Background: an optimization exercise with open tools, aiming at small area, a short achievable clock period and few clock cycles. Do not read the settings as production practice.
The RTL was checked by simulation tests, not by an equivalence proof against the original design.
Power is estimated from default activity; no workload was simulated.

==> flow/design.v, too long to show whole: its modules and the start of the top module <==
// module exe_mul_tree: 1840 lines
// module exe_div: 132 lines
// module exe_stage: 287 lines
// module exe_top: 33 lines
module exe_top (
    input  logic                    clk,
    input  logic                    rst,
    input  logic                    i_valid,
    input  logic [1:0]              i_fu_sel,
    input  logic [3:0]              i_op,
    input  logic [32-1:0]    i_src_a,
    input  logic [32-1:0]    i_src_b,
    input  logic [3-1:0]   i_tag,
    input  logic [7-1:0]    i_rd,
    output logic                    o_ready,
    output logic                    o_wb_valid,
    output logic [32-1:0]    o_wb_data,
    output logic [3-1:0]   o_wb_tag,
    output logic [7-1:0]    o_wb_rd
);
  // ...
==> flow/run.sh <==
#!/bin/bash
# synth_recipe.tcl (not shown) runs the flow's synth.tcl, then flattens the netlist and writes it again
# the make line also repeats each setting of config.mk as NAME=value (left out here)
make -C /OpenROAD-flow-scripts/flow DESIGN_CONFIG=/design/flow/config.mk WORK_HOME=/design/flow/orfs CLKGATE_MAP_FILE= SYNTH_SCRIPT=/design/flow/synth_recipe.tcl finish
==> flow/config.mk <==
export PLATFORM = sky130hd
export DESIGN_NAME = exe_top
export DESIGN_NICKNAME = exe_top
export VERILOG_FILES = /design/flow/design.v
export SDC_FILE = /design/flow/constraint.sdc
export NUM_CORES = 4
export LEC_CHECK = 0
export CAP_MARGIN = 20
export CORE_MARGIN = 2
export CORE_UTILIZATION = 40
export SLEW_MARGIN = 20
==> flow/constraint.sdc <==
create_clock -name core_clock -period 10.5 [get_ports {clk}]
set_input_delay 2.1000 -clock core_clock [delete_from_list [all_inputs] [get_ports {clk}]]
set_output_delay 2.1000 -clock core_clock [all_outputs]
set_load 0.01 [all_outputs]
==> impl_metrics.env, run 1 <==
export IMPL_clk_share_pct=3.49
export IMPL_htreeDepth=2
export IMPL_outcome="complete, no violations"
export IMPL_antenna_left=0
export IMPL_routedWlPerCell_um=27.2
export IMPL_syn2layout_area_growth_pct=8.62
export IMPL_num_antenna_cells=6
export IMPL_endpoint="stage_i.a_e[26]"
export IMPL_swShare_pct=52.0
export IMPL_multi_input_area_mm2=0.0420
export IMPL_dieWidth_um=389
export IMPL_worstPathArrival_ns=7.63
export IMPL_post_synth_top_area_cell="fa_1"
export IMPL_seq_cell_share_pct=20.0
export IMPL_dr_wl_met2_um=98300
export IMPL_fp_coreArea_mm2=0.147
export IMPL_fill_cells=14400
export IMPL_path_max_fanout=33
export IMPL_peakVddDrop_mv=0.542
export IMPL_synth_ff_type="edfxtp_1"
export IMPL_min_path_type="reg2reg"
export IMPL_slowest_delay_ns=0.78
export IMPL_critPathSlowestCell="clkdlybuf4s50_1"
export IMPL_p_seq_share_pct=14.3
export IMPL_p_leak_nw=26.7
export IMPL_cts_tree="built"
Testbench counts, summed over its fixed seeds: cycles 3,655.
==> module exe_stage, before the edit <==
module exe_stage (
    input  logic                    clk,
    input  logic                    rst,
    input  logic                    i_valid,
    input  logic [1:0]              i_fu_sel,
    input  logic [3:0]              i_op,
    input  logic [32-1:0]    i_src_a,
    input  logic [32-1:0]    i_src_b,
    input  logic [3-1:0]   i_tag,
    input  logic [7-1:0]    i_rd,
    output logic                    o_ready,
    output logic                    o_wb_valid,
    output logic [32-1:0]    o_wb_data,
    output logic [3-1:0]   o_wb_tag,
    output logic [7-1:0]    o_wb_rd
);
    localparam int XL = 32;
    localparam logic [1:0] SEL_LO = 2'd0;
    localparam logic [1:0] SEL_HI = 2'd1;
    localparam logic [1:0] SEL_LT = 2'd2;
    logic [4:0]         shamt;
    logic [4:0]         shpos;
    logic [XL-1:0]      shbit;
    logic               xa;
    logic [XL:0]        y_in;
    logic [XL:0]        e_in;
    logic               cin_in;
    logic [1:0]         sel_in;
    logic               div_in;
    assign shamt = i_src_b[4:0];
    assign shpos = (i_op == 4'd5) ? shamt : (5'd0 - shamt);
    assign shbit = 32'd1 << shpos;
    assign div_in = i_fu_sel[1];
    logic               dsgn_in;
    logic               an_in;
    logic               bn_in;
    logic [XL-1:0]      a_inv;
    logic [XL-1:0]      b_inv;
    logic [XL-1:0]      a_pfx;
    logic [XL-1:0]      b_pfx;
    logic [XL-1:0]      a_mag;
    logic [XL-1:0]      b_mag;
    assign dsgn_in = (i_op == 4'd13) || (i_op == 4'd15);
    assign an_in   = dsgn_in && i_src_a[XL-1];
    assign bn_in   = dsgn_in && i_src_b[XL-1];
    assign a_inv   = i_src_a ^ {XL{an_in}};
    assign b_inv   = i_src_b ^ {XL{bn_in}};
    always_comb begin
        a_pfx = a_inv;
        b_pfx = b_inv;
        for (int l = 1; l < XL; l = l * 2) begin
            for (int i = XL - 1; i >= l; i--) begin
                a_pfx[i] = a_pfx[i] & a_pfx[i-l];
                b_pfx[i] = b_pfx[i] & b_pfx[i-l];
            end
        end
    end
    assign a_mag = a_inv ^ {a_pfx[XL-2:0] & {(XL-1){an_in}}, an_in};
    assign b_mag = b_inv ^ {b_pfx[XL-2:0] & {(XL-1){bn_in}}, bn_in};
    always_comb begin
        xa     = 1'b0;
        y_in   = {1'b0, i_src_b};
        e_in   = {1'b0, b_mag};
        cin_in = 1'b0;
        sel_in = SEL_LO;
        if (i_fu_sel == 2'd1) begin
            xa     = (i_op == 4'd11) && i_src_a[XL-1];
            y_in   = {(i_op == 4'd11) && i_src_b[XL-1], i_src_b};
            e_in   = '0;
            sel_in = (i_op == 4'd10) ? SEL_LO : SEL_HI;
        end else if (i_fu_sel == 2'd0) begin
            case (i_op)
                4'd0: begin
                    y_in = 33'd1;
                    e_in = {1'b0, i_src_b};
                end
                4'd1: begin
                    y_in   = 33'd1;
                    e_in   = ~{1'b0, i_src_b};
                    cin_in = 1'b1;
                end
                4'd2: begin
                    y_in = '0;
                    e_in = {1'b0, i_src_a & i_src_b};
                end
                4'd3: begin
                    y_in = '0;
                    e_in = {1'b0, i_src_a | i_src_b};
                end
                4'd4: begin
                    y_in = '0;
                    e_in = {1'b0, i_src_a ^ i_src_b};
                end
                4'd5: begin
                    y_in = {1'b0, shbit};
                    e_in = '0;
                end
                4'd6: begin
                    y_in   = {1'b0, shbit};
                    e_in   = '0;
                    sel_in = (shamt == '0) ? SEL_LO : SEL_HI;
                end
                4'd7: begin
                    xa     = i_src_a[XL-1];
                    y_in   = {1'b0, shbit};
                    e_in   = '0;
                    sel_in = (shamt == '0) ? SEL_LO : SEL_HI;
                end
                4'd8: begin
                    xa     = i_src_a[XL-1];
                    y_in   = 33'd1;
                    e_in   = ~{i_src_b[XL-1], i_src_b};
                    cin_in = 1'b1;
                    sel_in = SEL_LT;
                end
                4'd9: begin
                    y_in   = 33'd1;
                    e_in   = ~{1'b0, i_src_b};
                    cin_in = 1'b1;
                    sel_in = SEL_LT;
                end
                default: begin
                    y_in = '0;
                    e_in = '0;
                end
            endcase
        end
    end
    localparam int ND = (XL + 2) / 2;
    logic [ND-1:0]      one_in;
    logic [ND-1:0]      two_in;
    logic [ND-1:0]      neg_in;
    logic [XL+2:0]      y_ext;
    assign y_ext = {y_in[XL], y_in, 1'b0};
    always_comb begin
        for (int j = 0; j < ND; j++) begin
            one_in[j] = y_ext[2*j+1] ^ y_ext[2*j];
            two_in[j] = (y_ext[2*j+2] & ~y_ext[2*j+1] & ~y_ext[2*j]) |
                        (~y_ext[2*j+2] & y_ext[2*j+1] & y_ext[2*j]);
            neg_in[j] = y_ext[2*j+2] & ~(y_ext[2*j+1] & y_ext[2*j]);
        end
    end
    logic               a_v;
    logic               a_div;
    logic [XL:0]        a_x;
    logic [ND-1:0]      a_one;
    logic [ND-1:0]      a_two;
    logic [ND-1:0]      a_neg;
    logic [XL:0]        a_e;
    logic               a_cin;
    logic [1:0]         a_sel;
    logic               a_an;
    logic               a_bn;
    logic               a_drem;
    logic [3-1:0] a_tag;
    logic [7-1:0]  a_rd;
    logic               div_rdy;
    logic               div_load;
    assign o_ready  = !(a_v && a_div && !div_rdy);
    assign div_load = a_v && a_div && div_rdy;
    always_ff @(posedge clk) begin
        if (rst) begin
            a_v <= 1'b0;
        end else if (o_ready) begin
            a_v <= i_valid;
        end
    end
    always_ff @(posedge clk) begin
        if (o_ready) begin
            a_div  <= div_in;
            a_x    <= div_in ? {1'b0, a_mag} : {xa, i_src_a};
            a_e    <= e_in;
            a_an   <= an_in;
            a_bn   <= bn_in;
            a_drem <= (i_op == 4'd15) || (i_op == 4'd12);
            a_tag  <= i_tag;
            a_rd   <= i_rd;
        end
    end
    always_ff @(posedge clk) begin
        a_one <= one_in;
        a_two <= two_in;
        a_neg <= neg_in;
        a_cin <= cin_in;
        a_sel <= sel_in;
    end
    logic [2*XL-1:0]    t_s;
    logic [2*XL-1:0]    t_c;
    logic               m_v;
    logic [2*XL-1:0]    m_s;
    logic [2*XL-1:0]    m_c;
    logic [1:0]         m_sel;
    logic [3-1:0] m_tag;
    logic [7-1:0]  m_rd;
    exe_mul_tree tree_i (
        .i_x   (a_x),
        .i_one (a_one),
        .i_two (a_two),
        .i_neg (a_neg),
        .i_e   (a_e),
        .i_cin (a_cin),
        .o_s   (t_s),
        .o_c   (t_c)
    );
    always_ff @(posedge clk) begin
        if (rst) begin
            m_v <= 1'b0;
        end else begin
            m_v <= a_v && !a_div;
        end
    end
    always_ff @(posedge clk) begin
        m_s   <= t_s;
        m_c   <= t_c;
        m_sel <= a_sel;
        m_tag <= a_tag;
        m_rd  <= a_rd;
    end
    logic [2*XL-1:0]    sum;
    logic [XL-1:0]      p_data;
    assign sum = m_s + m_c;
    always_comb begin
        case (m_sel)
            SEL_HI:  p_data = sum[2*XL-1:XL];
            SEL_LT:  p_data = {{(XL-1){1'b0}}, sum[XL]};
            default: p_data = sum[XL-1:0];
        endcase
    end
    logic               dv_v;
    logic [XL-1:0]      dv_data;
    logic [3-1:0] dv_tag;
    logic [7-1:0]  dv_rd;
    exe_div div_i (
        .clk     (clk),
        .rst     (rst),
        .i_load  (div_load),
        .i_a_mag (a_x[XL-1:0]),
        .i_b_mag (a_e[XL-1:0]),
        .i_a_neg (a_an),
        .i_b_neg (a_bn),
        .i_rem   (a_drem),
        .i_tag   (a_tag),
        .i_rd    (a_rd),
        .o_ready (div_rdy),
        .o_valid (dv_v),
        .o_data  (dv_data),
        .o_tag   (dv_tag),
        .o_rd    (dv_rd)
    );
    logic               h_v;
    logic [XL-1:0]      h_data;
    logic [3-1:0] h_tag;
    logic [7-1:0]  h_rd;
    logic               h_load;
    assign h_load = dv_v ? m_v : h_v;
    always_ff @(posedge clk) begin
        if (rst) begin
            h_v        <= 1'b0;
            o_wb_valid <= 1'b0;
        end else begin
            h_v        <= dv_v ? (h_v || m_v) : (h_v && m_v);
            o_wb_valid <= dv_v || h_v || m_v;
        end
    end
    always_ff @(posedge clk) begin
        if (h_load) begin
            h_data <= p_data;
            h_tag  <= m_tag;
            h_rd   <= m_rd;
        end
    end
    always_ff @(posedge clk) begin
        if (dv_v) begin
            o_wb_data <= dv_data;
            o_wb_tag  <= dv_tag;
            o_wb_rd   <= dv_rd;
        end else if (h_v) begin
            o_wb_data <= h_data;
            o_wb_tag  <= h_tag;
            o_wb_rd   <= h_rd;
        end else begin
            o_wb_data <= p_data;
            o_wb_tag  <= m_tag;
            o_wb_rd   <= m_rd;
        end
    end
endmodule
==> inputs of run 2 (changes only) <==
--- a/flow/design.v
+++ b/flow/design.v
@@ -29,18 +29,19 @@
 `default_nettype none
 module exe_mul_tree (
     input  wire [32:0] i_x,
     input  wire [16:0] i_one,
     input  wire [16:0] i_two,
     input  wire [16:0] i_neg,
     input  wire [32:0] i_e,
     input  wire        i_cin,
-    output wire [63:0] o_s,
-    output wire [63:0] o_c
+    output wire [63:0] o_r0,
+    output wire [63:0] o_r1,
+    output wire [63:0] o_r2
 );
     wire pp_0_0 = (i_one[0] & i_x[0]) ^ i_neg[0];
     wire pp_0_1 = ((i_one[0] & i_x[1]) | (i_two[0] & i_x[0])) ^ i_neg[0];
     wire pp_0_2 = ((i_one[0] & i_x[2]) | (i_two[0] & i_x[1])) ^ i_neg[0];
     wire pp_0_3 = ((i_one[0] & i_x[3]) | (i_two[0] & i_x[2])) ^ i_neg[0];
     wire pp_0_4 = ((i_one[0] & i_x[4]) | (i_two[0] & i_x[3])) ^ i_neg[0];
     wire pp_0_5 = ((i_one[0] & i_x[5]) | (i_two[0] & i_x[4])) ^ i_neg[0];
     wire pp_0_6 = ((i_one[0] & i_x[6]) | (i_two[0] & i_x[5])) ^ i_neg[0];
@@ -1605,272 +1606,208 @@
     wire s987 = pp_16_27 ^ c866 ^ c868;
     wire c988 = (pp_16_27 & c866) | (c868 & (pp_16_27 ^ c866));
     wire s989 = pp_16_28 ^ 1'b1 ^ c870;
     wire c990 = (pp_16_28 & 1'b1) | (c870 & (pp_16_28 ^ 1'b1));
     wire s991 = ~pp_14_33 ^ pp_15_31 ^ pp_16_29;
     wire c992 = (~pp_14_33 & pp_15_31) | (pp_16_29 & (~pp_14_33 ^ pp_15_31));
     wire s993 = pp_15_32 ^ pp_16_30;
     wire c994 = pp_15_32 & pp_16_30;
-    wire s995 = pp_0_0 ^ nb_0;
-    wire c996 = pp_0_0 & nb_0;
-    wire s997 = pp_0_1 ^ i_e[1];
-    wire c998 = pp_0_1 & i_e[1];
-    wire s999 = i_neg[1] ^ i_e[2] ^ s873;
-    wire c1000 = (i_neg[1] & i_e[2]) | (s873 & (i_neg[1] ^ i_e[2]));
-    wire s1001 = i_e[3] ^ c874 ^ s875;
-    wire c1002 = (i_e[3] & c874) | (s875 & (i_e[3] ^ c874));
-    wire s1003 = s653 ^ c876 ^ s877;
-    wire c1004 = (s653 & c876) | (s877 & (s653 ^ c876));
-    wire s1005 = s655 ^ c878 ^ s879;
-    wire c1006 = (s655 & c878) | (s879 & (s655 ^ c878));
-    wire s1007 = s659 ^ c880 ^ s881;
-    wire c1008 = (s659 & c880) | (s881 & (s659 ^ c880));
-    wire s1009 = s663 ^ c882 ^ s883;
-    wire c1010 = (s663 & c882) | (s883 & (s663 ^ c882));
-    wire s1011 = s667 ^ c884 ^ s885;
-    wire c1012 = (s667 & c884) | (s885 & (s667 ^ c884));
-    wire s1013 = s671 ^ c886 ^ s887;
-    wire c1014 = (s671 & c886) | (s887 & (s671 ^ c886));
-    wire s1015 = s675 ^ c888 ^ s889;
-    wire c1016 = (s675 & c888) | (s889 & (s675 ^ c888));
-    wire s1017 = s679 ^ c890 ^ s891;
-    wire c1018 = (s679 & c890) | (s891 & (s679 ^ c890));
-    wire s1019 = s683 ^ c892 ^ s893;
-    wire c1020 = (s683 & c892) | (s893 & (s683 ^ c892));
-    wire s1021 = s687 ^ c894 ^ s895;
-    wire c1022 = (s687 & c894) | (s895 & (s687 ^ c894));
-    wire s1023 = s691 ^ c896 ^ s897;
-    wire c1024 = (s691 & c896) | (s897 & (s691 ^ c896));
-    wire s1025 = s695 ^ c898 ^ s899;
-    wire c1026 = (s695 & c898) | (s899 & (s695 ^ c898));
-    wire s1027 = s699 ^ c900 ^ s901;
-    wire c1028 = (s699 & c900) | (s901 & (s699 ^ c900));
-    wire s1029 = s703 ^ c902 ^ s903;
-    wire c1030 = (s703 & c902) | (s903 & (s703 ^ c902));
-    wire s1031 = s707 ^ c904 ^ s905;
-    wire c1032 = (s707 & c904) | (s905 & (s707 ^ c904));
-    wire s1033 = s711 ^ c906 ^ s907;
-    wire c1034 = (s711 & c906) | (s907 & (s711 ^ c906));
-    wire s1035 = s715 ^ c908 ^ s909;
-    wire c1036 = (s715 & c908) | (s909 & (s715 ^ c908));
-    wire s1037 = s719 ^ c910 ^ s911;
-    wire c1038 = (s719 & c910) | (s911 & (s719 ^ c910));
-    wire s1039 = s723 ^ c912 ^ s913;
-    wire c1040 = (s723 & c912) | (s913 & (s723 ^ c912));
-    wire s1041 = s727 ^ c914 ^ s915;
-    wire c1042 = (s727 & c914) | (s915 & (s727 ^ c914));
-    wire s1043 = s731 ^ c916 ^ s917;
-    wire c1044 = (s731 & c916) | (s917 & (s731 ^ c916));
-    wire s1045 = s735 ^ c918 ^ s919;
-    wire c1046 = (s735 & c918) | (s919 & (s735 ^ c918));
-    wire s1047 = s739 ^ c920 ^ s921;
-    wire c1048 = (s739 & c920) | (s921 & (s739 ^ c920));
-    wire s1049 = s743 ^ c922 ^ s923;
-    wire c1050 = (s743 & c922) | (s923 & (s743 ^ c922));
-    wire s1051 = s747 ^ c924 ^ s925;
-    wire c1052 = (s747 & c924) | (s925 & (s747 ^ c924));
-    wire s1053 = s751 ^ c926 ^ s927;
-    wire c1054 = (s751 & c926) | (s927 & (s751 ^ c926));
-    wire s1055 = s755 ^ c928 ^ s929;
-    wire c1056 = (s755 & c928) | (s929 & (s755 ^ c928));
-    wire s1057 = s759 ^ c930 ^ s931;
-    wire c1058 = (s759 & c930) | (s931 & (s759 ^ c930));
-    wire s1059 = s763 ^ c932 ^ s933;
-    wire c1060 = (s763 & c932) | (s933 & (s763 ^ c932));
-    wire s1061 = s767 ^ c934 ^ s935;
-    wire c1062 = (s767 & c934) | (s935 & (s767 ^ c934));
-    wire s1063 = s771 ^ c936 ^ s937;
-    wire c1064 = (s771 & c936) | (s937 & (s771 ^ c936));
-    wire s1065 = s775 ^ c938 ^ s939;
-    wire c1066 = (s775 & c938) | (s939 & (s775 ^ c938));
-    wire s1067 = s779 ^ c940 ^ s941;
-    wire c1068 = (s779 & c940) | (s941 & (s779 ^ c940));
-    wire s1069 = s783 ^ c942 ^ s943;
-    wire c1070 = (s783 & c942) | (s943 & (s783 ^ c942));
-    wire s1071 = s787 ^ c944 ^ s945;
-    wire c1072 = (s787 & c944) | (s945 & (s787 ^ c944));
-    wire s1073 = s791 ^ c946 ^ s947;
-    wire c1074 = (s791 & c946) | (s947 & (s791 ^ c946));
-    wire s1075 = s795 ^ c948 ^ s949;
-    wire c1076 = (s795 & c948) | (s949 & (s795 ^ c948));
-    wire s1077 = s799 ^ c950 ^ s951;
-    wire c1078 = (s799 & c950) | (s951 & (s799 ^ c950));
-    wire s1079 = s803 ^ c952 ^ s953;
-    wire c1080 = (s803 & c952) | (s953 & (s803 ^ c952));
-    wire s1081 = s807 ^ c954 ^ s955;
-    wire c1082 = (s807 & c954) | (s955 & (s807 ^ c954));
-    wire s1083 = s811 ^ c956 ^ s957;
-    wire c1084 = (s811 & c956) | (s957 & (s811 ^ c956));
-    wire s1085 = s815 ^ c958 ^ s959;
-    wire c1086 = (s815 & c958) | (s959 & (s815 ^ c958));
-    wire s1087 = s819 ^ c960 ^ s961;
-    wire c1088 = (s819 & c960) | (s961 & (s819 ^ c960));
-    wire s1089 = s823 ^ c962 ^ s963;
-    wire c1090 = (s823 & c962) | (s963 & (s823 ^ c962));
-    wire s1091 = s827 ^ c964 ^ s965;
-    wire c1092 = (s827 & c964) | (s965 & (s827 ^ c964));
-    wire s1093 = s831 ^ c966 ^ s967;
-    wire c1094 = (s831 & c966) | (s967 & (s831 ^ c966));
-    wire s1095 = s835 ^ c968 ^ s969;
-    wire c1096 = (s835 & c968) | (s969 & (s835 ^ c968));
-    wire s1097 = s839 ^ c970 ^ s971;
-    wire c1098 = (s839 & c970) | (s971 & (s839 ^ c970));
-    wire s1099 = s843 ^ c972 ^ s973;
-    wire c1100 = (s843 & c972) | (s973 & (s843 ^ c972));
-    wire s1101 = s847 ^ c974 ^ s975;
-    wire c1102 = (s847 & c974) | (s975 & (s847 ^ c974));
-    wire s1103 = s851 ^ c976 ^ s977;
-    wire c1104 = (s851 & c976) | (s977 & (s851 ^ c976));
-    wire s1105 = s855 ^ c978 ^ s979;
-    wire c1106 = (s855 & c978) | (s979 & (s855 ^ c978));
-    wire s1107 = s859 ^ c980 ^ s981;
-    wire c1108 = (s859 & c980) | (s981 & (s859 ^ c980));
-    wire s1109 = s863 ^ c982 ^ s983;
-    wire c1110 = (s863 & c982) | (s983 & (s863 ^ c982));
-    wire s1111 = s867 ^ c984 ^ s985;
-    wire c1112 = (s867 & c984) | (s985 & (s867 ^ c984));
-    wire s1113 = s869 ^ c986 ^ s987;
-    wire c1114 = (s869 & c986) | (s987 & (s869 ^ c986));
-    wire s1115 = s871 ^ c988 ^ s989;
-    wire c1116 = (s871 & c988) | (s989 & (s871 ^ c988));
-    wire s1117 = c872 ^ c990 ^ s991;
-    wire c1118 = (c872 & c990) | (s991 & (c872 ^ c990));
-    wire s1119 = 1'b1 ^ c992 ^ s993;
-    wire c1120 = (1'b1 & c992) | (s993 & (1'b1 ^ c992));
-    wire s1121 = ~pp_15_33 ^ pp_16_31 ^ c994;
-    wire c1122 = (~pp_15_33 & pp_16_31) | (c994 & (~pp_15_33 ^ pp_16_31));
-    assign o_s[0] = i_e[0];
-    assign o_c[0] = s995;
-    assign o_s[1] = c996;
-    assign o_c[1] = s997;
-    assign o_s[2] = c998;
-    assign o_c[2] = s999;
-    assign o_s[3] = c1000;
-    assign o_c[3] = s1001;
-    assign o_s[4] = c1002;
-    assign o_c[4] = s1003;
-    assign o_s[5] = c1004;
-    assign o_c[5] = s1005;
-    assign o_s[6] = c1006;
-    assign o_c[6] = s1007;
-    assign o_s[7] = c1008;
-    assign o_c[7] = s1009;
-    assign o_s[8] = c1010;
-    assign o_c[8] = s1011;
-    assign o_s[9] = c1012;
-    assign o_c[9] = s1013;
-    assign o_s[10] = c1014;
-    assign o_c[10] = s1015;
-    assign o_s[11] = c1016;
-    assign o_c[11] = s1017;
-    assign o_s[12] = c1018;
-    assign o_c[12] = s1019;
-    assign o_s[13] = c1020;
-    assign o_c[13] = s1021;
-    assign o_s[14] = c1022;
-    assign o_c[14] = s1023;
-    assign o_s[15] = c1024;
-    assign o_c[15] = s1025;
-    assign o_s[16] = c1026;
-    assign o_c[16] = s1027;
-    assign o_s[17] = c1028;
-    assign o_c[17] = s1029;
-    assign o_s[18] = c1030;
-    assign o_c[18] = s1031;
-    assign o_s[19] = c1032;
-    assign o_c[19] = s1033;
-    assign o_s[20] = c1034;
-    assign o_c[20] = s1035;
-    assign o_s[21] = c1036;
-    assign o_c[21] = s1037;
-    assign o_s[22] = c1038;
-    assign o_c[22] = s1039;
-    assign o_s[23] = c1040;
-    assign o_c[23] = s1041;
-    assign o_s[24] = c1042;
-    assign o_c[24] = s1043;
-    assign o_s[25] = c1044;
-    assign o_c[25] = s1045;
-    assign o_s[26] = c1046;
-    assign o_c[26] = s1047;
-    assign o_s[27] = c1048;
-    assign o_c[27] = s1049;
-    assign o_s[28] = c1050;
-    assign o_c[28] = s1051;
-    assign o_s[29] = c1052;
-    assign o_c[29] = s1053;
-    assign o_s[30] = c1054;
-    assign o_c[30] = s1055;
-    assign o_s[31] = c1056;
-    assign o_c[31] = s1057;
-    assign o_s[32] = c1058;
-    assign o_c[32] = s1059;
-    assign o_s[33] = c1060;
-    assign o_c[33] = s1061;
-    assign o_s[34] = c1062;
-    assign o_c[34] = s1063;
-    assign o_s[35] = c1064;
-    assign o_c[35] = s1065;
-    assign o_s[36] = c1066;
-    assign o_c[36] = s1067;
-    assign o_s[37] = c1068;
-    assign o_c[37] = s1069;
-    assign o_s[38] = c1070;
-    assign o_c[38] = s1071;
-    assign o_s[39] = c1072;
-    assign o_c[39] = s1073;
-    assign o_s[40] = c1074;
-    assign o_c[40] = s1075;
-    assign o_s[41] = c1076;
-    assign o_c[41] = s1077;
-    assign o_s[42] = c1078;
-    assign o_c[42] = s1079;
-    assign o_s[43] = c1080;
-    assign o_c[43] = s1081;
-    assign o_s[44] = c1082;
-    assign o_c[44] = s1083;
-    assign o_s[45] = c1084;
-    assign o_c[45] = s1085;
-    assign o_s[46] = c1086;
-    assign o_c[46] = s1087;
-    assign o_s[47] = c1088;
-    assign o_c[47] = s1089;
-    assign o_s[48] = c1090;
-    assign o_c[48] = s1091;
-    assign o_s[49] = c1092;
-    assign o_c[49] = s1093;
-    assign o_s[50] = c1094;
-    assign o_c[50] = s1095;
-    assign o_s[51] = c1096;
-    assign o_c[51] = s1097;
-    assign o_s[52] = c1098;
-    assign o_c[52] = s1099;
-    assign o_s[53] = c1100;
-    assign o_c[53] = s1101;
-    assign o_s[54] = c1102;
-    assign o_c[54] = s1103;
-    assign o_s[55] = c1104;
-    assign o_c[55] = s1105;
-    assign o_s[56] = c1106;
-    assign o_c[56] = s1107;
-    assign o_s[57] = c1108;
-    assign o_c[57] = s1109;
-    assign o_s[58] = c1110;
-    assign o_c[58] = s1111;
-    assign o_s[59] = c1112;
-    assign o_c[59] = s1113;
-    assign o_s[60] = c1114;
-    assign o_c[60] = s1115;
-    assign o_s[61] = c1116;
-    assign o_c[61] = s1117;
-    assign o_s[62] = c1118;
-    assign o_c[62] = s1119;
-    assign o_s[63] = c1120;
-    assign o_c[63] = s1121;
+    assign o_r0[0] = pp_0_0;
+    assign o_r1[0] = nb_0;
+    assign o_r2[0] = i_e[0];
+    assign o_r0[1] = pp_0_1;
+    assign o_r1[1] = i_e[1];
+    assign o_r2[1] = 1'b0;
+    assign o_r0[2] = i_neg[1];
+    assign o_r1[2] = i_e[2];
+    assign o_r2[2] = s873;
+    assign o_r0[3] = i_e[3];
+    assign o_r1[3] = c874;
+    assign o_r2[3] = s875;
+    assign o_r0[4] = s653;
+    assign o_r1[4] = c876;
+    assign o_r2[4] = s877;
+    assign o_r0[5] = s655;
+    assign o_r1[5] = c878;
+    assign o_r2[5] = s879;
+    assign o_r0[6] = s659;
+    assign o_r1[6] = c880;
+    assign o_r2[6] = s881;
+    assign o_r0[7] = s663;
+    assign o_r1[7] = c882;
+    assign o_r2[7] = s883;
+    assign o_r0[8] = s667;
+    assign o_r1[8] = c884;
+    assign o_r2[8] = s885;
+    assign o_r0[9] = s671;
+    assign o_r1[9] = c886;
+    assign o_r2[9] = s887;
+    assign o_r0[10] = s675;
+    assign o_r1[10] = c888;
+    assign o_r2[10] = s889;
+    assign o_r0[11] = s679;
+    assign o_r1[11] = c890;
+    assign o_r2[11] = s891;
+    assign o_r0[12] = s683;
+    assign o_r1[12] = c892;
+    assign o_r2[12] = s893;
+    assign o_r0[13] = s687;
+    assign o_r1[13] = c894;
+    assign o_r2[13] = s895;
+    assign o_r0[14] = s691;
+    assign o_r1[14] = c896;
+    assign o_r2[14] = s897;
+    assign o_r0[15] = s695;
+    assign o_r1[15] = c898;
+    assign o_r2[15] = s899;
+    assign o_r0[16] = s699;
+    assign o_r1[16] = c900;
+    assign o_r2[16] = s901;
+    assign o_r0[17] = s703;
+    assign o_r1[17] = c902;
+    assign o_r2[17] = s903;
+    assign o_r0[18] = s707;
+    assign o_r1[18] = c904;
+    assign o_r2[18] = s905;
+    assign o_r0[19] = s711;
+    assign o_r1[19] = c906;
+    assign o_r2[19] = s907;
+    assign o_r0[20] = s715;
+    assign o_r1[20] = c908;
+    assign o_r2[20] = s909;
+    assign o_r0[21] = s719;
+    assign o_r1[21] = c910;
+    assign o_r2[21] = s911;
+    assign o_r0[22] = s723;
+    assign o_r1[22] = c912;
+    assign o_r2[22] = s913;
+    assign o_r0[23] = s727;
+    assign o_r1[23] = c914;
+    assign o_r2[23] = s915;
+    assign o_r0[24] = s731;
+    assign o_r1[24] = c916;
+    assign o_r2[24] = s917;
+    assign o_r0[25] = s735;
+    assign o_r1[25] = c918;
+    assign o_r2[25] = s919;
+    assign o_r0[26] = s739;
+    assign o_r1[26] = c920;
+    assign o_r2[26] = s921;
+    assign o_r0[27] = s743;
+    assign o_r1[27] = c922;
+    assign o_r2[27] = s923;
+    assign o_r0[28] = s747;
+    assign o_r1[28] = c924;
+    assign o_r2[28] = s925;
+    assign o_r0[29] = s751;
+    assign o_r1[29] = c926;
+    assign o_r2[29] = s927;
+    assign o_r0[30] = s755;
+    assign o_r1[30] = c928;
+    assign o_r2[30] = s929;
+    assign o_r0[31] = s759;
+    assign o_r1[31] = c930;
+    assign o_r2[31] = s931;
+    assign o_r0[32] = s763;
+    assign o_r1[32] = c932;
+    assign o_r2[32] = s933;
+    assign o_r0[33] = s767;
+    assign o_r1[33] = c934;
+    assign o_r2[33] = s935;
+    assign o_r0[34] = s771;
+    assign o_r1[34] = c936;
+    assign o_r2[34] = s937;
+    assign o_r0[35] = s775;
+    assign o_r1[35] = c938;
+    assign o_r2[35] = s939;
+    assign o_r0[36] = s779;
+    assign o_r1[36] = c940;
+    assign o_r2[36] = s941;
+    assign o_r0[37] = s783;
+    assign o_r1[37] = c942;
+    assign o_r2[37] = s943;
+    assign o_r0[38] = s787;
+    assign o_r1[38] = c944;
+    assign o_r2[38] = s945;
+    assign o_r0[39] = s791;
+    assign o_r1[39] = c946;
+    assign o_r2[39] = s947;
+    assign o_r0[40] = s795;
+    assign o_r1[40] = c948;
+    assign o_r2[40] = s949;
+    assign o_r0[41] = s799;
+    assign o_r1[41] = c950;
+    assign o_r2[41] = s951;
+    assign o_r0[42] = s803;
+    assign o_r1[42] = c952;
+    assign o_r2[42] = s953;
+    assign o_r0[43] = s807;
+    assign o_r1[43] = c954;
+    assign o_r2[43] = s955;
+    assign o_r0[44] = s811;
+    assign o_r1[44] = c956;
+    assign o_r2[44] = s957;
+    assign o_r0[45] = s815;
+    assign o_r1[45] = c958;
+    assign o_r2[45] = s959;
+    assign o_r0[46] = s819;
+    assign o_r1[46] = c960;
+    assign o_r2[46] = s961;
+    assign o_r0[47] = s823;
+    assign o_r1[47] = c962;
+    assign o_r2[47] = s963;
+    assign o_r0[48] = s827;
+    assign o_r1[48] = c964;
+    assign o_r2[48] = s965;
+    assign o_r0[49] = s831;
+    assign o_r1[49] = c966;
+    assign o_r2[49] = s967;
+    assign o_r0[50] = s835;
+    assign o_r1[50] = c968;
+    assign o_r2[50] = s969;
+    assign o_r0[51] = s839;
+    assign o_r1[51] = c970;
+    assign o_r2[51] = s971;
+    assign o_r0[52] = s843;
+    assign o_r1[52] = c972;
+    assign o_r2[52] = s973;
+    assign o_r0[53] = s847;
+    assign o_r1[53] = c974;
+    assign o_r2[53] = s975;
+    assign o_r0[54] = s851;
+    assign o_r1[54] = c976;
+    assign o_r2[54] = s977;
+    assign o_r0[55] = s855;
+    assign o_r1[55] = c978;
+    assign o_r2[55] = s979;
+    assign o_r0[56] = s859;
+    assign o_r1[56] = c980;
+    assign o_r2[56] = s981;
+    assign o_r0[57] = s863;
+    assign o_r1[57] = c982;
+    assign o_r2[57] = s983;
+    assign o_r0[58] = s867;
+    assign o_r1[58] = c984;
+    assign o_r2[58] = s985;
+    assign o_r0[59] = s869;
+    assign o_r1[59] = c986;
+    assign o_r2[59] = s987;
+    assign o_r0[60] = s871;
+    assign o_r1[60] = c988;
+    assign o_r2[60] = s989;
+    assign o_r0[61] = c872;
+    assign o_r1[61] = c990;
+    assign o_r2[61] = s991;
+    assign o_r0[62] = 1'b1;
+    assign o_r1[62] = c992;
+    assign o_r2[62] = s993;
+    assign o_r0[63] = ~pp_15_33;
+    assign o_r1[63] = pp_16_31;
+    assign o_r2[63] = c994;
 endmodule
 `default_nettype wire
 `timescale 1ns/1ps
 `default_nettype none
 module exe_div (
     input  logic                    clk,
     input  logic                    rst,
     input  logic                    i_load,
@@ -2186,51 +2123,59 @@
     end
     always_ff @(posedge clk) begin
         a_one <= one_in;
         a_two <= two_in;
         a_neg <= neg_in;
         a_cin <= cin_in;
         a_sel <= sel_in;
     end
-    logic [2*XL-1:0]    t_s;
-    logic [2*XL-1:0]    t_c;
+    logic [2*XL-1:0]    t_r0;
+    logic [2*XL-1:0]    t_r1;
+    logic [2*XL-1:0]    t_r2;
     logic               m_v;
-    logic [2*XL-1:0]    m_s;
-    logic [2*XL-1:0]    m_c;
+    logic [2*XL-1:0]    m_r0;
+    logic [2*XL-1:0]    m_r1;
+    logic [2*XL-1:0]    m_r2;
     logic [1:0]         m_sel;
     logic [3-1:0] m_tag;
     logic [7-1:0]  m_rd;
     exe_mul_tree tree_i (
         .i_x   (a_x),
         .i_one (a_one),
         .i_two (a_two),
         .i_neg (a_neg),
         .i_e   (a_e),
         .i_cin (a_cin),
-        .o_s   (t_s),
-        .o_c   (t_c)
+        .o_r0  (t_r0),
+        .o_r1  (t_r1),
+        .o_r2  (t_r2)
     );
     always_ff @(posedge clk) begin
         if (rst) begin
             m_v <= 1'b0;
         end else begin
             m_v <= a_v && !a_div;
         end
     end
     always_ff @(posedge clk) begin
-        m_s   <= t_s;
-        m_c   <= t_c;
+        m_r0  <= t_r0;
+        m_r1  <= t_r1;
+        m_r2  <= t_r2;
         m_sel <= a_sel;
         m_tag <= a_tag;
         m_rd  <= a_rd;
     end
     logic [2*XL-1:0]    sum;
+    logic [2*XL-1:0]    cs_s;
+    logic [2*XL-1:0]    cs_c;
     logic [XL-1:0]      p_data;
-    assign sum = m_s + m_c;
+    assign cs_s = m_r0 ^ m_r1 ^ m_r2;
+    assign cs_c = {(m_r0[2*XL-2:0] & m_r1[2*XL-2:0]) | (m_r2[2*XL-2:0] & (m_r0[2*XL-2:0] ^ m_r1[2*XL-2:0])), 1'b0};
+    assign sum  = cs_s + cs_c;
     always_comb begin
         case (m_sel)
             SEL_HI:  p_data = sum[2*XL-1:XL];
             SEL_LT:  p_data = {{(XL-1){1'b0}}, sum[XL]};
             default: p_data = sum[XL-1:0];
         endcase
     end
     logic               dv_v;
==> flow/config.mk (replaced) <==
export PLATFORM = sky130hd
export DESIGN_NAME = exe_top
export DESIGN_NICKNAME = exe_top
export VERILOG_FILES = /design/flow/design.v
export SDC_FILE = /design/flow/constraint.sdc
export NUM_CORES = 4
export LEC_CHECK = 0
export CAP_MARGIN = 20
export CORE_MARGIN = 2
export CORE_UTILIZATION = 55
export SETUP_SLACK_MARGIN = 5
export SLEW_MARGIN = 20
==> run 2 against run 1 <==
Still clean on timing, DRC and antenna; routed wire length rose by 1.5%; sequential share of layout area up 1.6 points; worst setup slack gained 1.9 ns; utilization grew 16 points; clock power is 8.5% higher; combinational power fell by 6%; global-route usage grew 11 points; largest power group unchanged; highest routed layer unchanged.
==> impl_metrics.env, run 2 <==
export IMPL_path_max_fanout=43
export IMPL_post_dp_hpwl_um=161000
export IMPL_drive_gt1_share_pct=5.93
export IMPL_min_path_type="reg2reg"
export IMPL_cts_buffers=73
export IMPL_slew_headroom_pct=22.0
export IMPL_grt_max_degree=78
export IMPL_rsz0062_at_grt="true"
export IMPL_p_leak_nw=27.1
export IMPL_final_cell_mix="inv_1, a22oi_1, fa_1"
export IMPL_cts_buffer_depth=3
export IMPL_clock_skew_ns=0.0364
export IMPL_first_iter_violations=6294
export IMPL_ff_latch_area_mm2=0.0141
export IMPL_place_congestion=0.962
export IMPL_drc=0
export IMPL_die_area_mm2=0.113
export IMPL_outcome="complete, no violations"
export IMPL_clock_fmax_mhz=187
export IMPL_syn_area_mm2=0.0605
export IMPL_fin_crit_ns=5.35
export IMPL_clock_sinks=572
export IMPL_peakVddDrop_mv=0.289
export IMPL_die_h_um=336
export IMPL_worstPathArrival_ns=5.75
export IMPL_synth_edf_count=265
export IMPL_critical_path_buf_inv_count=4
export IMPL_path_cells="buf_6 -> nand2b_1 -> a21oi_1 -> o21bai_1 -> a21oi_1 -> o21bai_1 -> a21oi_1 -> o21ai_0 -> a221oi_1 -> o31a_1 -> o31a_1 -> ha_1 -> fa_2 -> buf_12 -> clkinv_1 -> buf_6 -> nor4_1 -> a311oi_1 -> mux2i_1 -> nand2_1 -> a311oi_2 -> o22ai_1"
export IMPL_via_per_inst=6.66
export IMPL_yosys_warnings=2
export IMPL_synth_cell_types=101
export IMPL_slew_viol_final=0
export IMPL_powerDensity_mw_per_mm2=338
export IMPL_layout_commonest_cell="inv_1"
export IMPL_clock_latency_ns=0.69
export IMPL_fin_tns_setup_ns=0
export IMPL_cts_tree="built"
export IMPL_async_flop_share_pct=0
export IMPL_grt_util_all_layers_pct=40.8
export IMPL_ios=127
export IMPL_dieWidth_um=336
export IMPL_final_hold_violation_count=0
export IMPL_critical_path_class="reg2reg"
export IMPL_top_regs="stage_i.m_r1 (64), stage_i.m_r0 (63), stage_i.m_r2 (63)"
export IMPL_vias=53000
export IMPL_wl_um=234000
export IMPL_rows=121
export IMPL_num_antenna_cells=0
export IMPL_syn_nets=7628
export IMPL_fin_nets=7432
export IMPL_clk_pin_slew_ns=0.06
export IMPL_largest_register_ffs=64
export IMPL_htreeDepth=3
export IMPL_synth_common_cells="inv_1, a22oi_1, fa_1, xnor2_1, nand2_1"
export IMPL_slowest_delay_ns=0.58
export IMPL_finalInstanceArea_mm2=0.0653
export IMPL_critPathTopFamily="compound AO/OA/AOI/OAI gates"
export IMPL_overflow=0
export IMPL_antenna_left=0
export IMPL_antenna_found_initial=8
export IMPL_multi_input_area_mm2=0.0422
export IMPL_setup_viol=0
export IMPL_startpoint_type="register"
export IMPL_cp_end_kind="register"
export IMPL_drt_pass1_iterations=9
export IMPL_critPathSlowestCell="fa_2"
export IMPL_syn_area_per_cell_um2=9.05
export IMPL_start_util_pct=55.5
export IMPL_synth_seq_cells=572
export IMPL_synth_top_area_share_pct=16.4
export IMPL_routedWlPerCell_um=29.4
export IMPL_post_synth_top_area_cell="fa_1"
export IMPL_grt_pass1_wl_um=341000
export IMPL_synth_most_common_cell="inv_1"
export IMPL_fp_coreArea_mm2=0.109
export IMPL_cap_violations=0
export IMPL_portBuffers=126
export IMPL_fill_cells=9708
export IMPL_worstMarginPinSlew_ns=1.17
export IMPL_place_area_mm2=0.0626
export IMPL_root_buffer="clkbuf_16"
export IMPL_yosys_top_cells_area="fa_1, edfxtp_1, dfxtp_1, ha_1, a22oi_1"
export IMPL_syn2layout_area_growth_pct=7.90
export IMPL_cp_required_ns=10.89
export IMPL_fin_util_pct=59.9
export IMPL_syn_inst=6682
export IMPL_ys_seq_area_share_pct=23.3
export IMPL_grt_pass1_vias=51600
export IMPL_cp_common_cell="a21oi_1"
export IMPL_largest_register="stage_i.m_r1"
export IMPL_synth_ff_type="dfxtp_1"
export IMPL_post_route_period_util_pct=51.0
run 2: cell type report:
cell class	instances	share of cell area, %
Timing Repair Buffer	260	3.59
Sequential cell	572	21.6
Tap cell	1414	2.71
Inverter	637	3.67
Timing Repair inverter	1	0.00767
Clock buffer	108	3.27
Clock inverter	28	0.420
Multi-Input combinational cell	4941	64.7
run 2: worst paths after layout:
path / start / slack [ns] / cells after the start / endpoint
setup / recovery: stage_i.a_x[1] / 5.15 / 22 / stage_i.div_i.dv3_q[29]
hold reg to reg: stage_i.a_sel[1] / 0.32 / 0 / stage_i.m_sel[1]
setup reg to reg: stage_i.a_x[1] / 5.15 / 22 / stage_i.div_i.dv3_q[29]
hold / removal: stage_i.a_sel[1] / 0.32 / 0 / stage_i.m_sel[1]
run 2: power by group:
| group | switching [W] | internal, W | leakage (nW) |
|---|---|---|---|
| Combinational | 0.00987 | 0.00599 | 20.7 |
| Sequential | 0.000387 | 0.00325 | 5.20 |
| Clock | 0.00111 | 0.00144 | 1.16 |
| Total | 0.0114 | 0.0107 | 27.1 |
run 2: worst register-to-register path, stage by stage (launching register included):
cell	delay, ns
edfxtp_1	0.34
buf_6	0.34
nand2b_1	0.18
a21oi_1	0.07
o21bai_1	0.15
a21oi_1	0.08
o21bai_1	0.18
a21oi_1	0.10
o21ai_0	0.25
a221oi_1	0.12
o31a_1	0.30
o31a_1	0.29
ha_1	0.23
fa_2	0.58
buf_12	0.16
clkinv_1	0.09
buf_6	0.23
nor4_1	0.34
a311oi_1	0.12
mux2i_1	0.34
nand2_1	0.14
a311oi_2	0.31
o22ai_1	0.11
run 2: metrics by stage:
stage               hold WS [ns]  worst slack, ns  cells  power [W]
detailed placement         0.312             3.38   7815     0.0190
global route               0.332             4.95   7961     0.0236
global placement           0.311             3.43   7814     0.0188
finish                     0.324             5.15   7961     0.0220
CTS                        0.323             5.00   7953     0.0216
floorplan                  0.310             4.97   6682     0.0138
run 2: logic make-up (layout without fill, tap and decap cells):
group | count (synthesis) | after routing | synth area share, %
AOI/OAI and AO/OA | 1892 | 1892 | 21.4
and+or+nand+nor | 1225 | 1225 | 9.57
buffers and inverters | 1169 | 1034 | 7.34
adders and majority gates | 863 | 863 | 24.0
xor gates and xnor gates | 851 | 851 | 12.3
DFF | 572 | 572 | 23.3
muxes | 110 | 110 | 2.00
run 2: timing repair:
action	CTS	global route
setup endpoints to repair	92	82
buffers inserted	1	6
resized for setup	28	23
cloned	1	2
hold buffers	0	0
pin swaps	0	4
run 2: layer usage:
metal | track usage, % | wire length, um
met1 | 53.7 | 92300
met2 | 61.1 | 101000
met3 | 10.7 | 26000
met4 | 22.0 | 14800
met5 | 0.130 | 94
Testbench counts of run 2, summed over its fixed seeds: cycles 3,655.
==> module exe_div, before the edit <==
module exe_div (
    input  logic                    clk,
    input  logic                    rst,
    input  logic                    i_load,
    input  logic [32-1:0]    i_a_mag,
    input  logic [32-1:0]    i_b_mag,
    input  logic                    i_a_neg,
    input  logic                    i_b_neg,
    input  logic                    i_rem,
    input  logic [3-1:0]   i_tag,
    input  logic [7-1:0]    i_rd,
    output logic                    o_ready,
    output logic                    o_valid,
    output logic [32-1:0]    o_data,
    output logic [3-1:0]   o_tag,
    output logic [7-1:0]    o_rd
);
    localparam int XL = 32;
    localparam logic [1:0] S_IDLE = 2'd0;
    localparam logic [1:0] S_ITER = 2'd2;
    localparam logic [1:0] S_DONE = 2'd3;
    logic [1:0]         state_q;
    logic [3:0]         cnt_q;
    logic [XL-1:0]      rem_q;
    logic [XL-1:0]      dvs_q;
    logic [XL+1:0]      dv3_q;
    logic [XL-1:0]      quo_q;
    logic               neg_quo_q;
    logic               neg_rem_q;
    logic               want_rem_q;
    logic               dvz_q;
    logic [3-1:0] tag_q;
    logic [7-1:0]  rd_q;
    logic [5:0]         za;
    logic [5:0]         zb;
    logic [5:0]         kd;
    logic               dvz;
    logic               zero_q;
    logic [4:0]         sh;
    logic [XL+1:0]      b3;
    always_comb begin
        za = 6'd32;
        zb = 6'd32;
        for (int i = 0; i < XL; i++) begin
            if (i_a_mag[i]) za = XL - 1 - i;
            if (i_b_mag[i]) zb = XL - 1 - i;
        end
    end
    assign kd     = zb - za;
    assign dvz    = (i_b_mag == '0);
    assign zero_q = dvz || (za > zb);
    assign sh     = {kd[4:1], 1'b0};
    assign b3     = {2'b0, i_b_mag} + {1'b0, i_b_mag, 1'b0};
    logic [XL+2:0]      r1;
    logic [XL+2:0]      r2;
    logic [XL+2:0]      r3;
    logic [1:0]         dig;
    logic [XL-1:0]      rem_nx;
    assign r1 = {3'b0, rem_q} - {3'b0, dvs_q};
    assign r2 = {3'b0, rem_q} - {2'b0, dvs_q, 1'b0};
    assign r3 = {3'b0, rem_q} - {1'b0, dv3_q};
    always_comb begin
        if (!r3[XL+2]) begin
            dig    = 2'd3;
            rem_nx = r3[XL-1:0];
        end else if (!r2[XL+2]) begin
            dig    = 2'd2;
            rem_nx = r2[XL-1:0];
        end else if (!r1[XL+2]) begin
            dig    = 2'd1;
            rem_nx = r1[XL-1:0];
        end else begin
            dig    = 2'd0;
            rem_nx = rem_q;
        end
    end
    always_ff @(posedge clk) begin
        if (rst) begin
            state_q <= S_IDLE;
        end else begin
            case (state_q)
                S_ITER:  state_q <= (cnt_q == '0) ? S_DONE : S_ITER;
                default: state_q <= !i_load ? S_IDLE : zero_q ? S_DONE : S_ITER;
            endcase
        end
    end
    always_ff @(posedge clk) begin
        case (state_q)
            S_ITER: begin
                rem_q <= rem_nx;
                quo_q <= {quo_q[XL-3:0], dig};
                dvs_q <= dvs_q >> 2;
                dv3_q <= dv3_q >> 2;
                cnt_q <= cnt_q - 1'b1;
            end
            default: begin
                if (i_load) begin
                    rem_q      <= i_a_mag;
                    dvs_q      <= i_b_mag << sh;
                    dv3_q      <= b3 << sh;
                    quo_q      <= dvz ? '1 : '0;
                    cnt_q      <= kd[4:1];
                    neg_quo_q  <= (i_a_neg ^ i_b_neg) && !dvz;
                    neg_rem_q  <= i_a_neg;
                    want_rem_q <= i_rem;
                    tag_q      <= i_tag;
                    rd_q       <= i_rd;
                end
            end
        endcase
    end
    logic [XL-1:0]      res_mag;
    logic               res_neg;
    logic [XL-1:0]      res_inv;
    logic [XL-1:0]      pfx;
    assign res_mag = want_rem_q ? rem_q : quo_q;
    assign res_neg = want_rem_q ? neg_rem_q : neg_quo_q;
    assign res_inv = res_mag ^ {XL{res_neg}};
    always_comb begin
        pfx = res_inv;
        for (int l = 1; l < XL; l = l * 2) begin
            for (int i = XL - 1; i >= l; i--) begin
                pfx[i] = pfx[i] & pfx[i-l];
            end
        end
    end
    assign o_ready = (state_q != S_ITER);
    assign o_valid = (state_q == S_DONE);
    assign o_data  = res_inv ^ {pfx[XL-2:0] & {(XL-1){res_neg}}, res_neg};
    assign o_tag   = tag_q;
    assign o_rd    = rd_q;
endmodule
==> inputs of run 3 (changes only) <==
--- a/flow/design.v
+++ b/flow/design.v
@@ -1811,14 +1811,15 @@
     input  logic                    clk,
     input  logic                    rst,
     input  logic                    i_load,
-    input  logic [32-1:0]    i_a_mag,
-    input  logic [32-1:0]    i_b_mag,
+    input  logic [32-1:0]    i_a_inv,
+    input  logic [32-1:0]    i_b_inv,
     input  logic                    i_a_neg,
     input  logic                    i_b_neg,
     input  logic                    i_rem,
     input  logic [3-1:0]   i_tag,
     input  logic [7-1:0]    i_rd,
     output logic                    o_ready,
+    output logic                    o_ready_nx,
     output logic                    o_valid,
     output logic [32-1:0]    o_data,
     output logic [3-1:0]   o_tag,
@@ -1831,8 +1832,8 @@
     logic [1:0]         state_q;
     logic [3:0]         cnt_q;
     logic [XL-1:0]      rem_q;
-    logic [XL-1:0]      dvs_q;
-    logic [XL+1:0]      dv3_q;
+    logic [XL:0]        dvs_q;
+    logic [XL+2:0]      dv3_q;
     logic [XL-1:0]      quo_q;
     logic               neg_quo_q;
     logic               neg_rem_q;
@@ -1842,40 +1843,46 @@
     logic [7-1:0]  rd_q;
     logic [5:0]         za;
     logic [5:0]         zb;
-    logic [5:0]         kd;
+    logic [6:0]         kd;
     logic               dvz;
     logic               zero_q;
     logic [4:0]         sh;
+    logic [3:0]         cnt0;
+    logic [XL-1:0]      a_mag;
+    logic [XL-1:0]      b_mag;
     logic [XL+1:0]      b3;
     always_comb begin
         za = 6'd32;
         zb = 6'd32;
         for (int i = 0; i < XL; i++) begin
-            if (i_a_mag[i]) za = XL - 1 - i;
-            if (i_b_mag[i]) zb = XL - 1 - i;
+            if (i_a_inv[i]) za = XL - 1 - i;
+            if (i_b_inv[i]) zb = XL - 1 - i;
         end
     end
-    assign kd     = zb - za;
-    assign dvz    = (i_b_mag == '0);
-    assign zero_q = dvz || (za > zb);
-    assign sh     = {kd[4:1], 1'b0};
-    assign b3     = {2'b0, i_b_mag} + {1'b0, i_b_mag, 1'b0};
-    logic [XL+2:0]      r1;
-    logic [XL+2:0]      r2;
-    logic [XL+2:0]      r3;
+    assign kd     = {1'b0, zb} - ({1'b0, za} - {6'b0, i_a_neg});
+    assign dvz    = (i_b_inv == '0) && !i_b_neg;
+    assign zero_q = dvz || kd[6];
+    assign sh     = kd[5] ? 5'd30 : {kd[4:1], 1'b0};
+    assign cnt0   = kd[5] ? 4'd15 : kd[4:1];
+    assign a_mag  = i_a_inv + {{(XL-1){1'b0}}, i_a_neg};
+    assign b_mag  = i_b_inv + {{(XL-1){1'b0}}, i_b_neg};
+    assign b3     = {2'b0, i_b_inv} + {1'b0, i_b_inv, 1'b0} + {{XL{1'b0}}, i_b_neg, i_b_neg};
+    logic [XL+3:0]      r1;
+    logic [XL+3:0]      r2;
+    logic [XL+3:0]      r3;
     logic [1:0]         dig;
     logic [XL-1:0]      rem_nx;
-    assign r1 = {3'b0, rem_q} - {3'b0, dvs_q};
-    assign r2 = {3'b0, rem_q} - {2'b0, dvs_q, 1'b0};
-    assign r3 = {3'b0, rem_q} - {1'b0, dv3_q};
+    assign r1 = {4'b0, rem_q} - {3'b0, dvs_q};
+    assign r2 = {4'b0, rem_q} - {2'b0, dvs_q, 1'b0};
+    assign r3 = {4'b0, rem_q} - {1'b0, dv3_q};
     always_comb begin
-        if (!r3[XL+2]) begin
+        if (!r3[XL+3]) begin
             dig    = 2'd3;
             rem_nx = r3[XL-1:0];
-        end else if (!r2[XL+2]) begin
+        end else if (!r2[XL+3]) begin
             dig    = 2'd2;
             rem_nx = r2[XL-1:0];
-        end else if (!r1[XL+2]) begin
+        end else if (!r1[XL+3]) begin
             dig    = 2'd1;
             rem_nx = r1[XL-1:0];
         end else begin
@@ -1904,11 +1911,11 @@
             end
             default: begin
                 if (i_load) begin
-                    rem_q      <= i_a_mag;
-                    dvs_q      <= i_b_mag << sh;
-                    dv3_q      <= b3 << sh;
+                    rem_q      <= a_mag;
+                    dvs_q      <= {1'b0, b_mag} << sh;
+                    dv3_q      <= {1'b0, b3} << sh;
                     quo_q      <= dvz ? '1 : '0;
-                    cnt_q      <= kd[4:1];
+                    cnt_q      <= cnt0;
                     neg_quo_q  <= (i_a_neg ^ i_b_neg) && !dvz;
                     neg_rem_q  <= i_a_neg;
                     want_rem_q <= i_rem;
@@ -1934,6 +1941,7 @@
         end
     end
     assign o_ready = (state_q != S_ITER);
+    assign o_ready_nx = (state_q == S_ITER) ? (cnt_q == '0) : (!i_load || zero_q);
     assign o_valid = (state_q == S_DONE);
     assign o_data  = res_inv ^ {pfx[XL-2:0] & {(XL-1){res_neg}}, res_neg};
     assign o_tag   = tag_q;
@@ -1980,31 +1988,15 @@
     logic               bn_in;
     logic [XL-1:0]      a_inv;
     logic [XL-1:0]      b_inv;
-    logic [XL-1:0]      a_pfx;
-    logic [XL-1:0]      b_pfx;
-    logic [XL-1:0]      a_mag;
-    logic [XL-1:0]      b_mag;
     assign dsgn_in = (i_op == 4'd13) || (i_op == 4'd15);
     assign an_in   = dsgn_in && i_src_a[XL-1];
     assign bn_in   = dsgn_in && i_src_b[XL-1];
     assign a_inv   = i_src_a ^ {XL{an_in}};
     assign b_inv   = i_src_b ^ {XL{bn_in}};
     always_comb begin
-        a_pfx = a_inv;
-        b_pfx = b_inv;
-        for (int l = 1; l < XL; l = l * 2) begin
-            for (int i = XL - 1; i >= l; i--) begin
-                a_pfx[i] = a_pfx[i] & a_pfx[i-l];
-                b_pfx[i] = b_pfx[i] & b_pfx[i-l];
-            end
-        end
-    end
-    assign a_mag = a_inv ^ {a_pfx[XL-2:0] & {(XL-1){an_in}}, an_in};
-    assign b_mag = b_inv ^ {b_pfx[XL-2:0] & {(XL-1){bn_in}}, bn_in};
-    always_comb begin
         xa     = 1'b0;
         y_in   = {1'b0, i_src_b};
-        e_in   = {1'b0, b_mag};
+        e_in   = {1'b0, b_inv};
         cin_in = 1'b0;
         sel_in = SEL_LO;
         if (i_fu_sel == 2'd1) begin
@@ -2099,9 +2091,22 @@
     logic [3-1:0] a_tag;
     logic [7-1:0]  a_rd;
     logic               div_rdy;
+    logic               div_rdy_nx;
     logic               div_load;
-    assign o_ready  = !(a_v && a_div && !div_rdy);
+    logic               rdy_q;
+    logic               a_v_nx;
+    logic               a_div_nx;
+    assign o_ready  = rdy_q;
     assign div_load = a_v && a_div && div_rdy;
+    assign a_v_nx   = rdy_q ? i_valid : a_v;
+    assign a_div_nx = rdy_q ? div_in : a_div;
+    always_ff @(posedge clk) begin
+        if (rst) begin
+            rdy_q <= 1'b1;
+        end else begin
+            rdy_q <= !(a_v_nx && a_div_nx && !div_rdy_nx);
+        end
+    end
     always_ff @(posedge clk) begin
         if (rst) begin
             a_v <= 1'b0;
@@ -2112,7 +2117,7 @@
     always_ff @(posedge clk) begin
         if (o_ready) begin
             a_div  <= div_in;
-            a_x    <= div_in ? {1'b0, a_mag} : {xa, i_src_a};
+            a_x    <= div_in ? {1'b0, a_inv} : {xa, i_src_a};
             a_e    <= e_in;
             a_an   <= an_in;
             a_bn   <= bn_in;
@@ -2186,14 +2191,15 @@
         .clk     (clk),
         .rst     (rst),
         .i_load  (div_load),
-        .i_a_mag (a_x[XL-1:0]),
-        .i_b_mag (a_e[XL-1:0]),
+        .i_a_inv (a_x[XL-1:0]),
+        .i_b_inv (a_e[XL-1:0]),
         .i_a_neg (a_an),
         .i_b_neg (a_bn),
         .i_rem   (a_drem),
         .i_tag   (a_tag),
         .i_rd    (a_rd),
         .o_ready (div_rdy),
+        .o_ready_nx (div_rdy_nx),
         .o_valid (dv_v),
         .o_data  (dv_data),
         .o_tag   (dv_tag),
==> flow/flow/run.sh (new file) <==
#!/bin/bash
set -euo pipefail
bash standard.sh SETUP_SLACK_MARGIN=7 finish > standard_flow.log 2>&1
==> flow/standard.sh (new file) <==
#!/bin/bash
# synth_recipe.tcl (not shown) runs the flow's synth.tcl, then flattens the netlist and writes it again
# the make line also repeats each setting of config.mk as NAME=value (left out here)
make -C /OpenROAD-flow-scripts/flow DESIGN_CONFIG=/design/flow/config.mk WORK_HOME=/design/flow/orfs CLKGATE_MAP_FILE= SYNTH_SCRIPT=/design/flow/synth_recipe.tcl "${@:-finish}"
removed: flow/run.sh
==> run 3 against run 2 <==
Clock power is 2% lower; still clean; highest routed layer is now met4; via count grew 5.5%; worst setup slack better by 0.034 ns; largest cell class unchanged; total power is 31% higher; final cell count up 4.9%; worst hold slack got worse by 0.0029 ns; synthesized cell count decreased by 0.43%; sequential power is essentially flat; cell area is 14% higher; die area up 0.39%.
==> impl_metrics.env, run 3 <==
export IMPL_outcome="complete, no violations"
export IMPL_dieWidth_um=336
export IMPL_async_flop_share_pct=0
export IMPL_die_h_um=336
export IMPL_peakVddDrop_mv=0.368
export IMPL_fin_util_pct=68.1
export IMPL_grt_max_degree=71
export IMPL_slew_headroom_pct=25.4
export IMPL_first_iter_violations=7338
export IMPL_grt_pass1_wl_um=363000
export IMPL_synth_ff_type="dfxtp_1"
export IMPL_final_hold_violation_count=0
export IMPL_layout_commonest_cell="inv_1"
export IMPL_synth_edf_count=266
export IMPL_clk_pin_slew_ns=0.08
export IMPL_start_util_pct=55.6
export IMPL_synth_xor_area_share_pct=13.2
export IMPL_vias=56000
export IMPL_worstMarginPinSlew_ns=1.11
export IMPL_yosys_warnings=2
export IMPL_drt_pass1_iterations=6
export IMPL_drive_gt1_share_pct=21.1
export IMPL_cts_buffer_depth=3
export IMPL_yosys_area_share_simple_pct=9.33
export IMPL_synth_top_area_share_pct=16.4
export IMPL_syn_area_mm2=0.0607
export IMPL_grt_util_all_layers_pct=43.6
export IMPL_rows=121
export IMPL_syn2layout_area_growth_pct=22.4
export IMPL_ios=127
export IMPL_clock_fmax_mhz=188
export IMPL_rsz0062_at_grt="true"
export IMPL_p_seq_share_pct=12.6
export IMPL_critical_path_class="reg2reg"
export IMPL_r2r_slack_ns=5.18
export IMPL_powerDensity_mw_per_mm2=388
export IMPL_largest_register_ffs=64
export IMPL_path_cells="nor2_2 -> o31ai_4 -> a211oi_2 -> o31ai_2 -> a211oi_2 -> nor3_2 -> nor3_1 -> nor3_1 -> nor3_1 -> nor3_1 -> o31ai_2 -> ha_1 -> ha_4 -> nand2_4 -> o31a_4 -> nor2_4 -> mux2i_4 -> buf_12 -> buf_16 -> mux2i_1 -> mux2i_1 -> a221o_1"
export IMPL_setup_viol=0
export IMPL_clock_skew_ns=0.0466
export IMPL_cp_common_cell="nor3_1"
export IMPL_path_max_fanout=5
export IMPL_stdcell_count=8354
export IMPL_swShare_pct=51.2
export IMPL_place_congestion=0.982
export IMPL_wl_um=253000
export IMPL_cp_required_ns=10.92
export IMPL_fin_tns_setup_ns=0
export IMPL_startpoint_type="register"
export IMPL_cp_end_kind="register"
export IMPL_synth_common_cells="inv_1, a22oi_1, fa_1, xnor2_1, xor2_1"
export IMPL_die_area_mm2=0.113
export IMPL_final_cell_mix="inv_1, xnor2_1, a22oi_1"
export IMPL_root_buffer="clkbuf_16"
export IMPL_post_route_period_util_pct=50.7
export IMPL_clock_sinks=575
export IMPL_fin_nets=7789
export IMPL_drc=0
export IMPL_clkPwrFrac_pct=8.6
export IMPL_routedWlPerCell_um=30.3
export IMPL_setup_slack_ns=5.18
export IMPL_yosys_top_cells_area="fa_1, edfxtp_1, dfxtp_1, ha_1, a22oi_1"
export IMPL_portBuffers=126
export IMPL_synth_seq_cells=575
export IMPL_cts_buffers=72
export IMPL_post_synth_top_area_cell="fa_1"
export IMPL_pwr_share_comb_pct=78.7
export IMPL_syn_nets=7630
export IMPL_antenna_found_initial=11
export IMPL_post_dp_hpwl_um=166000
export IMPL_htreeDepth=3
export IMPL_critPathSlowestCell="edfxtp_1"
export IMPL_synth_top_family_by_area="adder cells"
export IMPL_syn_inst=6653
export IMPL_fp_coreArea_mm2=0.109
export IMPL_synth_compound_area_share_pct=19.7
export IMPL_top_regs="stage_i.m_r1 (64), stage_i.m_r0 (63), stage_i.m_r2 (63)"
export IMPL_p_sw_w=0.0148
export IMPL_p_leak_nw=30.7
export IMPL_via_per_inst=6.70
export IMPL_syn_area_per_cell_um2=9.13
export IMPL_grt_pass1_vias=54600
export IMPL_largest_register="stage_i.m_r1"
export IMPL_cap_violations=0
export IMPL_internal_power_w=0.0141
export IMPL_slowest_delay_ns=0.48
export IMPL_fin_crit_ns=5.32
export IMPL_clock_latency_ns=0.69
export IMPL_synth_adder_area_share_pct=24.6
export IMPL_ys_seq_area_share_pct=23.3
export IMPL_yosys_mux_area_fraction_pct=2.72
export IMPL_slew_viol_final=0
export IMPL_worstPathArrival_ns=5.74
export IMPL_cts_tree="built"
export IMPL_place_ws_ns=4.03
export IMPL_min_path_type="reg2reg"
export IMPL_synth_most_common_cell="inv_1"
export IMPL_antenna_left=0
export IMPL_overflow=0
export IMPL_synth_cell_types=90
export IMPL_dp_cells=7859
==> run 3: critical path: cells and delay by family, from the launching register on <==
kind / cells / cell delay [ns]
buffers and inverters: 2 / 0.28
flip-flops: 1 / 0.48
AND/OR/NAND/NOR: 8 / 1.04
AO/OA/AOI/OAI: 7 / 1.72
adder cells (fa/ha/maj): 2 / 0.66
multiplexers: 3 / 0.85
==> run 3: kinds of logic after synthesis <==
logic type	Yosys count
buffers and inverters	1152
XOR/XNOR	912
AO/OA/AOI/OAI	1766
AND/OR/NAND/NOR	1194
multiplexers	160
flip-flops	575
adder cells (fa/ha/maj)	894
==> run 3: what timing repair did <==
| action | in CTS | in global routing |
|---|---|---|
| hold endpoints to repair | 0 | 0 |
| resized for setup | 707 | 422 |
| endpoints found under the setup margin | 457 | 404 |
| cloned | 35 | 8 |
| setup buffers | 208 | 104 |
| hold buffers | 0 | 0 |
| pin swaps | 212 | 208 |
==> run 3: stage by stage <==
| step | area (um2) | total power (W) | hold slack [ns] |
|---|---|---|---|
| 6_report | 74300 | 0.0289 | 0.321 |
| 5_1_grt | 74300 | 0.0301 | 0.333 |
| 4_1_cts | 71500 | 0.0262 | 0.320 |
| 3_5_place_dp | 64100 | 0.0208 | 0.339 |
| 3_3_place_gp | 64100 | 0.0207 | 0.324 |
| 2_1_floorplan | 62800 | 0.0145 | 0.310 |
==> run 3: power groups by stage <==
| stage | Sequential [W] | Combinational, W | Clock, W |
|---|---|---|---|
| finish | 0.00365 | 0.0227 | 0.00250 |
| global route | 0.00369 | 0.0238 | 0.00259 |
| CTS | 0.00364 | 0.0200 | 0.00251 |
| detailed placement | 0.00370 | 0.0171 | 0 |
| global placement | 0.00369 | 0.0170 | 0 |
| floorplan | 0.00357 | 0.0110 | 0 |
==> run 3: cell type report <==
class                   count  area, um2
multi-input cells        4933      46900
fillers                  8631      34800
flip-flops and latches    575      14200
repair buffers            587       6530
inverters                 643       2450
clock buffers              86       1890
well taps                1476       1850
clock inverters            46        448
diodes                      8       20.0
==> run 3: final timing paths <==
| check | start | to | cells after the start |
|---|---|---|---|
| setup / recovery | stage_i.a_x[0] | stage_i.div_i.dvs_q[19] | 22 |
| hold / removal | stage_i.a_sel[0] | stage_i.m_sel[0] | 0 |
| setup reg to reg | stage_i.a_x[0] | stage_i.div_i.dvs_q[19] | 22 |
| hold reg to reg | stage_i.a_sel[0] | stage_i.m_sel[0] | 0 |
==> run 3: per-layer routing <==
| layer | track usage [%] | wire length (um) |
|---|---|---|
| met1 | 56.0 | 93400 |
| met5 | 0 | 0 |
| met3 | 13.5 | 33700 |
| met4 | 26.8 | 20000 |
| met2 | 64.1 | 106000 |
Testbench counts of run 3, summed over its fixed seeds: cycles 3,662.

==> what the ideal ports hide <==
How much do the figures lean on ideal ports? The routed layouts below were timed once more, with nothing changed but the port constraints.
Step 1 sets driving cells, clkbuf_16 on the clock port and buf_2 on the other inputs (assumed; they add their load-dependent delay and slew).
Step 2 times the ports against the registers' clock, not the clock port: input delays grow and output delays shrink by t, the midpoint of the rising clock arrivals with the driver on.
Three values: ideal ports, drivers, drivers and shift; two values: the first two.
run	shift t [ns]	setup WS [ns]	clock arrival spread, ns	worst slew at a driven data input, ns	pins driven straight from the clock port
run 1	0.752	3.281 / 3.337 / 2.585	0.042 / 0.043	0.13	1
run 2	0.746	5.148 / 5.148 / 4.493	0.046 / 0.047	0.05	1
run 3	0.753	5.182 / 5.182 / 5.182	0.047 / 0.046	0.10	1
After both steps setup and hold are still met in every run listed. The setup slack of run 1, which loses most, moves by +0.056 ns with the drivers and by -0.696 ns with both steps.
